Context: an optimization exercise on an open-source flow, tuned for small area. The choices shown serve that exercise and are no tape-out recipe.
The RTL was checked by simulation tests, not by an equivalence proof against the original design.

==> try-nickel: inputs <==
Design yWriteBack, start of the top module:
module yWriteBack
(
   input logic clock,
   input logic reset,
   input logic dpDone,
   input logic cpDone,
   input yRowPkg::rowAddr diagAddr,
   input yRowPkg::rowAddr nonDiagAddr,
   input yRowPkg::slotOneHot diagSlot,
   input yRowPkg::slotOneHot nonDiagSlot,
   input yRowPkg::yEntry computedDiag,
   input yRowPkg::yEntry changeData,
   input yRowPkg::rowData readData1,
   input yRowPkg::rowData readData2,
   output yRowPkg::rowAddr readAddr1,
   output yRowPkg::rowAddr readAddr2,
   output yRowPkg::rowAddr writeAddr,
   output yRowPkg::rowData writeData,
   output logic writeEnable,
   output logic writeDone
);
==> module updateDecode, before the edit <==
module updateDecode
(
   input logic clock,
   input logic dpDone,
   input logic idle,
   input logic advance,
   input yRowPkg::rowAddr diagAddr,
   input yRowPkg::rowAddr nonDiagAddr,
   input yRowPkg::slotOneHot diagSlot,
   input yRowPkg::slotOneHot nonDiagSlot,
   input yRowPkg::yEntry computedDiag,
   input yRowPkg::yEntry changeData,
   output yRowPkg::rowAddr updDiagRow,
   output yRowPkg::rowAddr updNonDiagRow,
   output yRowPkg::slotIndex updDiagIdx,
   output yRowPkg::slotIndex updNonDiagIdx,
   output logic updSlotsLegal,
   output logic updSameRow,
   output yRowPkg::yEntry updDiagValue,
   output yRowPkg::yEntry updChangeValue
);
   yRowPkg::rowAddr diagRowQ;
   yRowPkg::rowAddr nonDiagRowQ;
   yRowPkg::slotIndex diagIdxQ;
   yRowPkg::slotIndex nonDiagIdxQ;
   logic legalQ;
   logic sameQ;
   yRowPkg::yEntry diagValueQ;
   yRowPkg::yEntry changeValueQ;
   logic sameIn;
   function automatic yRowPkg::slotIndex encodeSlot(input yRowPkg::slotOneHot code);
      yRowPkg::slotIndex idx;
      idx = '0;
      for (int k = 0; k < 4; k++)
         if (code[k])
            idx = k[$clog2(4)-1:0];
      encodeSlot = idx;
   endfunction
   assign sameIn = (diagAddr == nonDiagAddr);
   always_ff @(posedge clock)
   begin
      if (idle && dpDone)
      begin
         diagRowQ <= diagAddr;
         nonDiagRowQ <= nonDiagAddr;
         diagIdxQ <= encodeSlot(diagSlot);
         nonDiagIdxQ <= encodeSlot(nonDiagSlot);
         legalQ <= $onehot(diagSlot) && $onehot(nonDiagSlot)
            && !(sameIn && (diagSlot == nonDiagSlot));
         sameQ <= sameIn;
         diagValueQ <= computedDiag;
         changeValueQ <= changeData;
      end
   end
   always_ff @(posedge clock)
   begin
      if (advance)
      begin
         updDiagRow <= diagRowQ;
         updNonDiagRow <= nonDiagRowQ;
         updDiagIdx <= diagIdxQ;
         updNonDiagIdx <= nonDiagIdxQ;
         updSlotsLegal <= legalQ;
         updSameRow <= sameQ;
         updDiagValue <= diagValueQ;
         updChangeValue <= changeValueQ;
      end
   end
endmodule
==> module rowMerge, before the edit <==
module rowMerge
(
   input yRowPkg::slotIndex updDiagIdx,
   input yRowPkg::slotIndex updNonDiagIdx,
   input logic updSlotsLegal,
   input logic updSameRow,
   input yRowPkg::yEntry updDiagValue,
   input yRowPkg::yEntry updChangeValue,
   input logic nonDiagPhase,
   input yRowPkg::rowData readData1,
   output yRowPkg::rowData writeData
);
   logic [4-1:0] takeDiag;
   logic [4-1:0] takeChange;
   logic [4-1:0] keepOld;
   always_comb
   begin
      for (int s = 0; s < 4; s++)
      begin
         takeDiag[s] = updSlotsLegal && !nonDiagPhase && (updDiagIdx == s);
         takeChange[s] = updSlotsLegal && (nonDiagPhase || updSameRow)
            && (updNonDiagIdx == s);
         keepOld[s] = updSlotsLegal && !takeDiag[s] && !takeChange[s];
         for (int b = 0; b < 48; b++)
            writeData[s * 64 + b] = (readData1[s * 64 + b] && keepOld[s])
               || (updDiagValue[b] && takeDiag[s]) || (updChangeValue[b] && takeChange[s]);
         for (int b = 48; b < 64; b++)
            writeData[s * 64 + b] = readData1[s * 64 + b] && updSlotsLegal;
      end
   end
endmodule
==> module yWriteBack, before the edit <==
module yWriteBack
(
   input logic clock,
   input logic reset,
   input logic dpDone,
   input logic cpDone,
   input yRowPkg::rowAddr diagAddr,
   input yRowPkg::rowAddr nonDiagAddr,
   input yRowPkg::slotOneHot diagSlot,
   input yRowPkg::slotOneHot nonDiagSlot,
   input yRowPkg::yEntry computedDiag,
   input yRowPkg::yEntry changeData,
   input yRowPkg::rowData readData1,
   input yRowPkg::rowData readData2,
   output yRowPkg::rowAddr readAddr1,
   output yRowPkg::rowAddr readAddr2,
   output yRowPkg::rowAddr writeAddr,
   output yRowPkg::rowData writeData,
   output logic writeEnable,
   output logic writeDone
);
   logic idle;
   logic advance;
   logic nonDiagPhase;
   yRowPkg::rowAddr updDiagRow;
   yRowPkg::rowAddr updNonDiagRow;
   yRowPkg::slotIndex updDiagIdx;
   yRowPkg::slotIndex updNonDiagIdx;
   logic updSlotsLegal;
   logic updSameRow;
   yRowPkg::yEntry updDiagValue;
   yRowPkg::yEntry updChangeValue;
   updateDecode decode0
   (
      .clock(clock),
      .dpDone(dpDone),
      .idle(idle),
      .advance(advance),
      .diagAddr(diagAddr),
      .nonDiagAddr(nonDiagAddr),
      .diagSlot(diagSlot),
      .nonDiagSlot(nonDiagSlot),
      .computedDiag(computedDiag),
      .changeData(changeData),
      .updDiagRow(updDiagRow),
      .updNonDiagRow(updNonDiagRow),
      .updDiagIdx(updDiagIdx),
      .updNonDiagIdx(updNonDiagIdx),
      .updSlotsLegal(updSlotsLegal),
      .updSameRow(updSameRow),
      .updDiagValue(updDiagValue),
      .updChangeValue(updChangeValue)
   );
   writeBackSequencer sequencer0
   (
      .clock(clock),
      .reset(reset),
      .dpDone(dpDone),
      .cpDone(cpDone),
      .updDiagRow(updDiagRow),
      .updNonDiagRow(updNonDiagRow),
      .updSameRow(updSameRow),
      .idle(idle),
      .advance(advance),
      .nonDiagPhase(nonDiagPhase),
      .readAddr1(readAddr1),
      .readAddr2(readAddr2),
      .writeAddr(writeAddr),
      .writeEnable(writeEnable),
      .writeDone(writeDone)
   );
   rowMerge merge0
   (
      .updDiagIdx(updDiagIdx),
      .updNonDiagIdx(updNonDiagIdx),
      .updSlotsLegal(updSlotsLegal),
      .updSameRow(updSameRow),
      .updDiagValue(updDiagValue),
      .updChangeValue(updChangeValue),
      .nonDiagPhase(nonDiagPhase),
      .readData1(readData1),
      .writeData(writeData)
   );
endmodule
Settings: LEC_CHECK=0, CAP_MARGIN=20, CORE_AREA=10 10 340 340, DIE_AREA=0 0 350 350, SLEW_MARGIN=20; clock period 5.0 ns.
run.sh (not shown) runs the stock make flow with config.mk's settings and CLKGATE_MAP_FILE= SYNTH_SCRIPT=/design/flow/synth_recipe.tcl, a recipe that flattens the netlist after the stock synthesis.
==> try-quartz (differences from try-nickel) <==
--- a/flow/design.v
+++ b/flow/design.v
@@ -44,11 +44,10 @@
    yRowPkg::rowAddr nonDiagRowQ;
    yRowPkg::slotIndex diagIdxQ;
    yRowPkg::slotIndex nonDiagIdxQ;
-   logic legalQ;
-   logic sameQ;
+   logic codesQ;
+   logic codesOk;
    yRowPkg::yEntry diagValueQ;
    yRowPkg::yEntry changeValueQ;
-   logic sameIn;
    function automatic yRowPkg::slotIndex encodeSlot(input yRowPkg::slotOneHot code);
       yRowPkg::slotIndex idx;
       idx = '0;
@@ -57,7 +56,11 @@
             idx = k[$clog2(4)-1:0];
       encodeSlot = idx;
    endfunction
-   assign sameIn = (diagAddr == nonDiagAddr);
+   function automatic logic isOneHot(input yRowPkg::slotOneHot code);
+      isOneHot = (code[0] || code[1] || code[2] || code[3])
+         && !(code[0] && code[1]) && !(code[2] && code[3])
+         && !((code[0] || code[1]) && (code[2] || code[3]));
+   endfunction
    always_ff @(posedge clock)
    begin
       if (idle && dpDone)
@@ -66,13 +69,13 @@
          nonDiagRowQ <= nonDiagAddr;
          diagIdxQ <= encodeSlot(diagSlot);
          nonDiagIdxQ <= encodeSlot(nonDiagSlot);
-         legalQ <= $onehot(diagSlot) && $onehot(nonDiagSlot)
-            && !(sameIn && (diagSlot == nonDiagSlot));
-         sameQ <= sameIn;
+         codesQ <= isOneHot(diagSlot) && isOneHot(nonDiagSlot);
          diagValueQ <= computedDiag;
          changeValueQ <= changeData;
       end
    end
+   assign updSameRow = (updDiagRow == updNonDiagRow);
+   assign updSlotsLegal = codesOk && !(updSameRow && (updDiagIdx == updNonDiagIdx));
    always_ff @(posedge clock)
    begin
       if (advance)
@@ -81,8 +84,7 @@
          updNonDiagRow <= nonDiagRowQ;
          updDiagIdx <= diagIdxQ;
          updNonDiagIdx <= nonDiagIdxQ;
-         updSlotsLegal <= legalQ;
-         updSameRow <= sameQ;
+         codesOk <= codesQ;
          updDiagValue <= diagValueQ;
          updChangeValue <= changeValueQ;
       end
@@ -162,27 +164,19 @@
 `timescale 1ns/1ps
 module rowMerge
 (
-   input yRowPkg::slotIndex updDiagIdx,
-   input yRowPkg::slotIndex updNonDiagIdx,
+   input logic [4-1:0] takeDiag,
+   input logic [4-1:0] takeChange,
+   input logic [4-1:0] keepOld,
    input logic updSlotsLegal,
-   input logic updSameRow,
    input yRowPkg::yEntry updDiagValue,
    input yRowPkg::yEntry updChangeValue,
-   input logic nonDiagPhase,
    input yRowPkg::rowData readData1,
    output yRowPkg::rowData writeData
 );
-   logic [4-1:0] takeDiag;
-   logic [4-1:0] takeChange;
-   logic [4-1:0] keepOld;
    always_comb
    begin
       for (int s = 0; s < 4; s++)
       begin
-         takeDiag[s] = updSlotsLegal && !nonDiagPhase && (updDiagIdx == s);
-         takeChange[s] = updSlotsLegal && (nonDiagPhase || updSameRow)
-            && (updNonDiagIdx == s);
-         keepOld[s] = updSlotsLegal && !takeDiag[s] && !takeChange[s];
          for (int b = 0; b < 48; b++)
             writeData[s * 64 + b] = (readData1[s * 64 + b] && keepOld[s])
                || (updDiagValue[b] && takeDiag[s]) || (updChangeValue[b] && takeChange[s]);
@@ -263,15 +257,27 @@
       .writeEnable(writeEnable),
       .writeDone(writeDone)
    );
+   logic [4-1:0] takeDiag;
+   logic [4-1:0] takeChange;
+   logic [4-1:0] keepOld;
+   always_comb
+   begin
+      for (int s = 0; s < 4; s++)
+      begin
+         takeDiag[s] = updSlotsLegal && !nonDiagPhase && (updDiagIdx == s);
+         takeChange[s] = updSlotsLegal && (nonDiagPhase || updSameRow)
+            && (updNonDiagIdx == s);
+         keepOld[s] = updSlotsLegal && !takeDiag[s] && !takeChange[s];
+      end
+   end
    rowMerge merge0
    (
-      .updDiagIdx(updDiagIdx),
-      .updNonDiagIdx(updNonDiagIdx),
+      .takeDiag(takeDiag),
+      .takeChange(takeChange),
+      .keepOld(keepOld),
       .updSlotsLegal(updSlotsLegal),
-      .updSameRow(updSameRow),
       .updDiagValue(updDiagValue),
       .updChangeValue(updChangeValue),
-      .nonDiagPhase(nonDiagPhase),
       .readData1(readData1),
       .writeData(writeData)
    );
==> flow/flow/run.sh (new file) <==
#!/bin/bash
# Standard ORFS layout, with the port buffers made of the smallest buffer cell
# and a clock tree of small buffers without dummy loads.
set -euo pipefail
export BUFFER_PORTS_ARGS="-buffer_cell sky130_fd_sc_hd__buf_1"
export CTS_ARGS="-sink_clustering_enable -repair_clock_nets -buf_list sky130_fd_sc_hd__clkbuf_8 -sink_clustering_size 20 -sink_clustering_max_diameter 60 -dont_use_dummy_load"
export PLACE_PINS_ARGS="-min_distance 1 -min_distance_in_tracks"
bash standard.sh "PLACE_PINS_ARGS=$PLACE_PINS_ARGS" "BUFFER_PORTS_ARGS=$BUFFER_PORTS_ARGS" "CTS_ARGS=$CTS_ARGS" finish > flow_make.log 2>&1
==> flow/standard.sh (new file) <==
#!/bin/bash
# synth_recipe.tcl (not shown) runs the flow's synth.tcl, then flattens the netlist and writes it again
# the make line also repeats each setting of config.mk as NAME=value (left out here)
make -C /OpenROAD-flow-scripts/flow DESIGN_CONFIG=/design/flow/config.mk WORK_HOME=/design/flow/orfs CLKGATE_MAP_FILE= SYNTH_SCRIPT=/design/flow/synth_recipe.tcl "${@:-finish}"
==> flow/config.mk (replaced) <==
export PLATFORM = sky130hd
export DESIGN_NAME = yWriteBack
export DESIGN_NICKNAME = yWriteBack
export VERILOG_FILES = /design/flow/design.v
export SDC_FILE = /design/flow/constraint.sdc
export NUM_CORES = 4
export LEC_CHECK = 0
export CAP_MARGIN = 10
export CELL_PAD_IN_SITES_DETAIL_PLACEMENT = 1
export CELL_PAD_IN_SITES_GLOBAL_PLACEMENT = 1
export CORE_AREA = 12 12 228 228
export DIE_AREA = 0 0 240 240
export PLACE_DENSITY = 0.75
export SLEW_MARGIN = 10
export SYNTH_HIERARCHICAL = 1
export SYNTH_MINIMUM_KEEP_SIZE = 0
removed: flow/run.sh
==> try-fjord (differences from try-nickel) <==
==> flow/flow/run.sh (new file) <==
#!/bin/bash
# Standard ORFS layout, with the port buffers made of the smallest buffer cell
# and a clock tree of small buffers without dummy loads.
set -euo pipefail
export BUFFER_PORTS_ARGS="-buffer_cell sky130_fd_sc_hd__buf_1"
export CTS_ARGS="-sink_clustering_enable -repair_clock_nets -buf_list sky130_fd_sc_hd__clkbuf_4 -sink_clustering_size 12 -sink_clustering_max_diameter 40 -dont_use_dummy_load"
export PLACE_PINS_ARGS="-min_distance 1 -min_distance_in_tracks"
bash standard.sh "PLACE_PINS_ARGS=$PLACE_PINS_ARGS" "BUFFER_PORTS_ARGS=$BUFFER_PORTS_ARGS" "CTS_ARGS=$CTS_ARGS" finish > flow_make.log 2>&1
==> flow/standard.sh (new file) <==
#!/bin/bash
# synth_recipe.tcl (not shown) runs the flow's synth.tcl, then flattens the netlist and writes it again
# the make line also repeats each setting of config.mk as NAME=value (left out here)
make -C /OpenROAD-flow-scripts/flow DESIGN_CONFIG=/design/flow/config.mk WORK_HOME=/design/flow/orfs CLKGATE_MAP_FILE= SYNTH_SCRIPT=/design/flow/synth_recipe.tcl "${@:-finish}"
--- a/flow/config.mk
+++ b/flow/config.mk
@@ -6,6 +6,6 @@
 export NUM_CORES = 4
 export LEC_CHECK = 0
 export CAP_MARGIN = 20
-export CORE_AREA = 10 10 340 340
-export DIE_AREA = 0 0 350 350
+export CORE_AREA = 5 5 225 225
+export DIE_AREA = 0 0 230 230
 export SLEW_MARGIN = 20
removed: flow/run.sh
==> impl_metrics.env <==
export IMPL_final_area_um2=22000
export IMPL_dr_pass1_iters=4
export IMPL_htreeDepth=2
export IMPL_cp_slowest_cell="a21oi_4"
export IMPL_rr_worst_depth=5
export IMPL_status="no timing/DRC/antenna violations"
export IMPL_drive_above_1_share_pct=7.32
export IMPL_wl_um=82700
export IMPL_place_congestion=0.820
export IMPL_vias=11000
Source of the figures above: try-nickel

==> impl_metrics.env <==
export IMPL_cp_slowest_cell="edfxtp_1"
export IMPL_place_congestion=0.940
export IMPL_drive_above_1_share_pct=5.68
export IMPL_status="no timing/DRC/antenna violations"
export IMPL_wl_per_cell_um=28.0
export IMPL_rr_worst_depth=7
export IMPL_final_area_um2=15400
export IMPL_htreeDepth=1
export IMPL_dr_pass1_iters=11
export IMPL_vias=11500
Source of the figures above: try-quartz

==> impl_metrics.env <==
export IMPL_place_congestion=0.907
export IMPL_rr_worst_depth=4
export IMPL_drive_above_1_share_pct=6.95
export IMPL_htreeDepth=2
export IMPL_wl_um=50800
export IMPL_status="no timing/DRC/antenna violations"
export IMPL_dr_pass1_iters=4
Source of the figures above: try-fjord

-- re-timing with driven ports --
Ports are ideal in the flow. The routed layouts listed here were re-timed in OpenROAD. Step 1 (the two cells are an assumption about what drives the block):
set clk [get_ports {clock}]
set_driving_cell -lib_cell sky130_fd_sc_hd__clkbuf_16 $clk
set_driving_cell -lib_cell sky130_fd_sc_hd__buf_2 [delete_from_list [all_inputs] $clk]
Step 2 moves the port delays by t, midway between the first and last clock arrival at a register: inputs arrive t later, outputs are due t later. That takes back most of the time a late clock gives input paths. a / b / c = no drivers / after step 1 / after step 2; a / b = the first two.
run | t (ns) | slack for setup (ns) | worst hold slack (ns) | slew at the worst register clock pin (ns) | pins driven straight from the clock port
try-nickel | 0.618 | 0.270 / 0.219 / 0.837 | 0.416 / 0.416 / 0.416 | 0.06 / 0.06 | 1
try-quartz | 0.611 | 0.335 / 0.285 / 0.895 | 0.368 / 0.368 / 0.368 | 0.10 / 0.10 | 1
try-fjord | 0.735 | 0.450 / 0.404 / 1.138 | 0.358 / 0.358 / 0.358 | 0.12 / 0.12 | 1
After both steps every run listed still meets setup and hold.
